What follows belongs to an exercise in optimizing a design on an open flow for small area, a short achievable clock period and few clock cycles per item; a production flow would make more cautious choices.
Where RTL was checked, it was by simulation tests only, not by an equivalence proof against the original.
No activity file was given, so power comes from the tool's default toggle rates.

Design alu_unit, start of the top module:
module alu_unit (
  input  logic        clk,
  input  logic        rst,
  input  logic        bus_cyc,
  input  logic        bus_stb,
  input  logic        bus_we,
  input  logic [2:0]  bus_adr,
  input  logic [63:0] bus_wdata,
  output logic        bus_ack,
  output logic [63:0] bus_rdata
);
  logic [63:0] s_q;
  logic [63:0] t_q;
  logic        c_valid;
  logic [63:0] c_pp;
  logic [63:0] c_gg;
  logic [5:0]  c_sh;
  logic        c_sub;
  logic        c_cfuse;
  logic        c_arith;
  logic        c_keep;
  logic        c_zero;
  logic        c_and;
  logic        c_or;
  logic        c_xor;
  logic        c_sll;
  logic        c_mov;
  logic [3:0]  c_w;
  logic [1:0]  c_wn;
  logic [63:0] q_d    [4];
  logic        q_cf   [4];
  logic        q_of   [4];
  logic        q_keep [4];
  logic        q_zero [4];
  logic [1:0]  q_w    [4];
  logic [1:0]  wr_ptr;
  logic [1:0]  rd_ptr;
  logic [3:0]  count;     
  logic        chain_cf;
  logic [4:0]  last_f;    
  logic        pres;
  logic        rd_res;
  logic        wr_acc;
  logic        rd_acc;
  logic        cmd_wr;
  logic [63:0] head;
  logic        slow_q;
  logic        slow_rd;
  logic        slow_nx;
  ...
export LEC_CHECK = 0
export CAP_MARGIN = 20
export CORE_MARGIN = 2
export CORE_UTILIZATION = 55
export CTS_CLUSTER_DIAMETER = 80
export CTS_CLUSTER_SIZE = 30
export PLACE_DENSITY = 0.7
export SETUP_SLACK_MARGIN = 2.0
export SLEW_MARGIN = 20
create_clock -name core_clock -period 5.5 [get_ports {clk}]
standard.sh (not shown) runs the stock make flow with config.mk's settings and CLKGATE_MAP_FILE= SYNTH_SCRIPT=/design/flow/synth_recipe.tcl, a recipe that flattens the netlist after the stock synthesis.
==> flow/flow/run.sh <==
#!/bin/bash
# The standard layout, except that the port buffers are buf_4 cells rather
# than the buffer_ports default, so that the resizer can size them.
set -euo pipefail
export BUFFER_PORTS_ARGS="-buffer_cell sky130_fd_sc_hd__buf_4"
bash standard.sh > standard.log 2>&1
Testbench counts at the start, summed over its fixed seeds: cycles 11,245, ops 3,200.
Next try:
- CORE_UTILIZATION: 55 -> 40
- PLACE_DENSITY: 0.7 -> unset
=>
- via count went down by about 0.9%
- global-route usage falls by 8.3 points
- design area goes up by about 1.3%
- routed wire length increases by 3.7%
- synthesized cell count stays the same
- non-clock buffer count is higher by 11
- cell count increases by 8.7%
Next try:
- CORE_UTILIZATION: 40 -> 55
- CTS_CLUSTER_DIAMETER: 80 -> 100
- CTS_CLUSTER_SIZE: 30 -> 24
- PLACE_DENSITY: unset -> 0.7
- The changed run completed without violations
- clock skew goes down by 19 ps
- combinational power stays flat
- global-route usage goes up by 8.3 points
- sequential power stays flat
- first-iteration DRC count goes up by 11%
- non-clock buffer count goes down by 20
Next try:
==> flow/run.sh (new file) <==
#!/bin/bash
# synth_recipe.tcl (not shown) runs the flow's synth.tcl, then flattens the netlist and writes it again
# the make line also repeats each setting of config.mk as NAME=value (left out here)
make -C /OpenROAD-flow-scripts/flow DESIGN_CONFIG=/design/flow/config.mk WORK_HOME=/design/flow/orfs CLKGATE_MAP_FILE= SYNTH_SCRIPT=/design/flow/synth_recipe.tcl finish
- CORE_UTILIZATION: 55 -> 40
- CTS_CLUSTER_DIAMETER: 100 -> unset
- CTS_CLUSTER_SIZE: 24 -> unset
- PLACE_DENSITY: 0.7 -> unset
removed: flow/flow/run.sh
removed: flow/standard.sh
The changed run finished with timing, DRC and antenna clean; area after synthesis stays the same; cell area rose by a few percent; utilization is lower by 14 points; maximum frequency barely changes.

---

Another version of the RTL of alu_unit (not shown whole).
Size: about 2800 cells after synthesis, roughly 510 flip-flops, ~140 I/O pins, roughly 31000 µm² of cells after synthesis.
Settings: LEC_CHECK=0, CAP_MARGIN=20, CORE_MARGIN=2, CORE_UTILIZATION=40, SETUP_SLACK_MARGIN=2.0, SLEW_MARGIN=20; clock period 5.5 ns.
run.sh (not shown) runs the stock make flow with config.mk's settings and CLKGATE_MAP_FILE= SYNTH_SCRIPT=/design/flow/synth_recipe.tcl, a recipe that flattens the netlist after the stock synthesis.
Stock flow here: none of the scripts above is used.
Testbench counts at the start, summed over its fixed seeds: cycles 11,245, ops 3,200.
Change:
--- a/flow/config.mk
+++ b/flow/config.mk
@@ -10,3 +10,3 @@
 export CORE_UTILIZATION = 40
-export SETUP_SLACK_MARGIN = 2.0
+export SETUP_SLACK_MARGIN = 1.5
 export SLEW_MARGIN = 20
Result:
- The changed run passed the timing, design-rule and antenna checks
- critical path depth rises by 1
- die area does not change
- routed wire length came out lower by 4.0%
- combinational power fell by about 7%

---

## v6
The RTL this note starts from:
==> flow/design.v <==
package alu_pkg;
  localparam int reg_w   = 64;
  localparam int imm_w   = 32;
  localparam int flags_w = 16;
  localparam int adr_w   = 3;
endpackage
`timescale 1ns/10ps
module alu_unit (
  input  logic        clk,
  input  logic        rst,
  input  logic        bus_cyc,
  input  logic        bus_stb,
  input  logic        bus_we,
  input  logic [2:0]  bus_adr,
  input  logic [63:0] bus_wdata,
  output logic        bus_ack,
  output logic [63:0] bus_rdata
);
  logic [63:0] s_q;
  logic [63:0] t_q;
  logic        c_valid;
  logic [63:0] c_tx;
  logic        c_sub;
  logic        c_cfuse;
  logic        c_arith;
  logic        c_keep;
  logic        c_zero;
  logic        c_and;
  logic        c_or;
  logic        c_xor;
  logic        c_sll;
  logic        c_mov;
  logic [3:0]  c_w;
  logic [63:0] q_d  [4];
  logic [4:0]  q_f  [4];
  logic [1:0]  wr_ptr;
  logic [1:0]  rd_ptr;
  logic [2:0]  count;
  logic [4:0]  chain;
  logic [4:0]  last_f;
  logic        pres;
  logic        rd_res;
  logic        wr_acc;
  logic        rd_acc;
  logic        cmd_wr;
  assign pres    = bus_cyc && bus_stb;
  assign rd_res  = !bus_we && (bus_adr == 3'd3);
  assign bus_ack = pres && !(rd_res && (count == 3'd0));
  assign wr_acc  = pres && bus_we;
  assign rd_acc  = pres && rd_res && (count != 3'd0);
  assign cmd_wr  = wr_acc && (bus_adr == 3'd2);
  always_comb begin
    case (bus_adr)
      3'd0:    bus_rdata = s_q;
      3'd1:    bus_rdata = t_q;
      3'd3:    bus_rdata = q_d[rd_ptr];
      3'd4:    bus_rdata = {52'd0, last_f[4], 3'd0, last_f[3], last_f[2], 3'd0, last_f[1], 1'b0, last_f[0]};
      default: bus_rdata = '0;
    endcase
  end
  logic [3:0]  op;
  logic        d_sub;
  logic [63:0] d_t;
  assign op    = bus_wdata[3:0];
  assign d_sub = (op == 4'd1) || (op == 4'd3) || (op == 4'd9);
  assign d_t   = bus_wdata[6] ? {{32{bus_wdata[38]}}, bus_wdata[38:7]} : t_q;
  logic        cin;
  logic [63:0] pp;
  logic [63:0] gg;
  logic [63:0] gk [7];
  logic [63:0] pk [7];
  logic [63:0] carries;
  logic        cout;
  logic [63:0] sum;
  logic        c_hi;
  logic        c_lo;
  logic [63:0] mask;
  logic [63:0] zc;
  logic        zf_add;
  logic [63:0] lraw;
  logic [63:0] lr;
  logic [63:0] sr;
  logic [63:0] r;
  logic        zf_log;
  logic        sf;
  logic [4:0]  f_new;
  assign cin = c_sub ^ (c_cfuse && chain[0]);
  assign pp  = s_q ^ c_tx;
  assign gg  = s_q & c_tx;
  assign gk[0] = {gg[63:1], gg[0] | (pp[0] & cin)};
  assign pk[0] = pp;
  for (genvar l = 0; l < 6; l++) begin : g_ks
    for (genvar i = 0; i < 64; i++) begin : g_bit
      if (i >= (1 << l)) begin : g_op
        assign gk[l+1][i] = gk[l][i] | (pk[l][i] & gk[l][i - (1 << l)]);
        assign pk[l+1][i] = pk[l][i] & pk[l][i - (1 << l)];
      end else begin : g_pass
        assign gk[l+1][i] = gk[l][i];
        assign pk[l+1][i] = pk[l][i];
      end
    end
  end
  assign carries = {gk[6][62:0], cin};
  assign cout    = gk[6][63];
  assign sum     = pp ^ carries;
  assign mask = {{32{c_w[3]}}, {16{c_w[3] | c_w[2]}}, {8{!c_w[0]}}, 8'hff};
  always_comb begin
    case (1'b1)
      c_w[0]:  begin c_hi = carries[8];  c_lo = carries[7];  end
      c_w[1]:  begin c_hi = carries[16]; c_lo = carries[15]; end
      c_w[2]:  begin c_hi = carries[32]; c_lo = carries[31]; end
      default: begin c_hi = cout;        c_lo = carries[63]; end
    endcase
  end
  assign zc     = pp ^ {pp[62:0] | gg[62:0], cin};
  assign zf_add = ((zc & mask) == '0);
  assign lraw = ({64{c_and}} & gg) |
                ({64{c_or}}  & (pp | gg)) |
                ({64{c_xor}} & pp) |
                ({64{c_sll}} & (s_q << c_tx[5:0])) |
                ({64{c_mov}} & c_tx);
  assign lr     = lraw & mask;
  assign sr     = sum & mask;
  assign r      = c_arith ? sr : lr;
  assign zf_log = (lr == '0);
  always_comb begin
    case (1'b1)
      c_w[0]:  sf = r[7];
      c_w[1]:  sf = r[15];
      c_w[2]:  sf = r[31];
      default: sf = r[63];
    endcase
    if (c_keep) begin
      f_new = chain;
    end else begin
      f_new[0] = c_arith && (c_hi ^ c_sub);
      f_new[1] = ~^r[7:0];
      f_new[2] = c_arith ? zf_add : zf_log;
      f_new[3] = sf;
      f_new[4] = c_arith && (c_hi ^ c_lo);
    end
  end
  always_ff @(posedge clk) begin
    if (rst) begin
      c_valid <= 1'b0;
      wr_ptr  <= '0;
      rd_ptr  <= '0;
      count   <= '0;
      chain   <= '0;
      last_f  <= '0;
    end else begin
      c_valid <= cmd_wr;
      if (c_valid) begin
        wr_ptr <= wr_ptr + 2'd1;
        chain  <= f_new;
      end
      if (rd_acc) begin
        rd_ptr <= rd_ptr + 2'd1;
        last_f <= q_f[rd_ptr];
      end
      count <= count + {2'd0, c_valid} - {2'd0, rd_acc};
    end
  end
  always_ff @(posedge clk) begin
    if (wr_acc && bus_adr == 3'd0) s_q <= bus_wdata;
    if (wr_acc && bus_adr == 3'd1) t_q <= bus_wdata;
    if (cmd_wr) begin
      c_tx    <= d_sub ? ~d_t : d_t;
      c_sub   <= d_sub;
      c_cfuse <= (op == 4'd2) || (op == 4'd3);
      c_arith <= (op <= 4'd3) || (op == 4'd9);
      c_keep  <= (op == 4'd8) || (op >= 4'd11);
      c_zero  <= (op == 4'd9) || (op == 4'd10);
      c_and   <= (op == 4'd4) || (op == 4'd10);
      c_or    <= (op == 4'd5);
      c_xor   <= (op == 4'd6);
      c_sll   <= (op == 4'd7);
      c_mov   <= (op == 4'd8) || (op >= 4'd11);
      c_w     <= 4'b0001 << bus_wdata[5:4];
    end
    if (c_valid) begin
      q_d[wr_ptr] <= c_zero ? 64'd0 : r;
      q_f[wr_ptr] <= f_new;
    end
  end
endmodule
make LEC_CHECK=0 CAP_MARGIN=20 CORE_MARGIN=2 CORE_UTILIZATION=40 SETUP_SLACK_MARGIN=2.0 SLEW_MARGIN=20 finish   # period 5.5 ns
The flow did not stop early for v6: all stages ran, and the layout cleared the timing, design-rule and antenna checks.
> inputs changed (v6 -> v7)
Settings: GPL_TIMING_DRIVEN now 0, previously not set.
Notes after the runs:
v7 vs v6 on average wire length per cell after detail routing: v7 is the lower one. Between v6 and v7, final area increased. Relative contribution of sequential cells to total power up 0.5 points in v7 wrt v6. v7 against v6; final cell count without fillers is up by a few percent. Number of design-rule violations left by the first detailed-router iteration of v7 falls short of that of v6 by a few percent. The estimated power of v7 ends up lower than the estimate for v6. v6 has a higher sequential portion of the cell area than v7. The utilization after layout in v7 sits 1.1 points above the value recorded for v6. | post-route minimum period | v7 vs v6 | worse |.
Function was not checked in any run of this note: the RTL went through the layout flow alone.

what the ideal ports hide:
How much do the figures lean on ideal ports? The routed layouts below were timed once more, with nothing changed but the port constraints.
Step 1 assumes that a clkbuf_16 drives the clock port and a buf_2 every other input.
Step 2, shift: input delay + t, output delay - t, t = (earliest + latest rising clock arrival at the registers) / 2. This alone moves slack from input paths to output paths.
Slacks: ideal ports / drivers / drivers and shift; pairs: ideal ports / drivers.
run | t, ns | setup WS [ns] | hold slack, ns | worst data-port slew with drivers (ns)
the first run of note 1 | 0.678 | 1.893 / 1.831 / 1.816 | 0.452 / 0.452 / 0.452 | 0.06
the second run of note 1 | 0.691 | 1.820 / 1.756 / 1.481 | 0.431 / 0.431 / 0.431 | 0.05
the third run of note 1 | 0.683 | 1.949 / 1.885 / 1.755 | 0.456 / 0.456 / 0.456 | 0.06
the fourth run of note 1 | 0.674 | 1.953 / 1.888 / 1.717 | 0.431 / 0.431 / 0.431 | 0.04
the first run of note 2 | 0.697 | 1.772 / 1.704 / 1.807 | 0.457 / 0.457 / 0.457 | 0.05
the second run of note 2 | 0.698 | 1.549 / 1.509 / 1.308 | 0.486 / 0.486 / 0.486 | 0.06
v6 | 0.707 | 1.077 / 1.077 / 1.077 | 0.514 / 0.514 / 0.514 | 0.16
v7 | 0.708 | 1.026 / 1.026 / 1.026 | 0.483 / 0.483 / 0.483 | 0.06
After both steps every run listed still meets setup and hold. For the second run of note 1, which loses most, drivers alone change the setup slack by -0.064 ns; drivers and shift together by -0.339 ns.
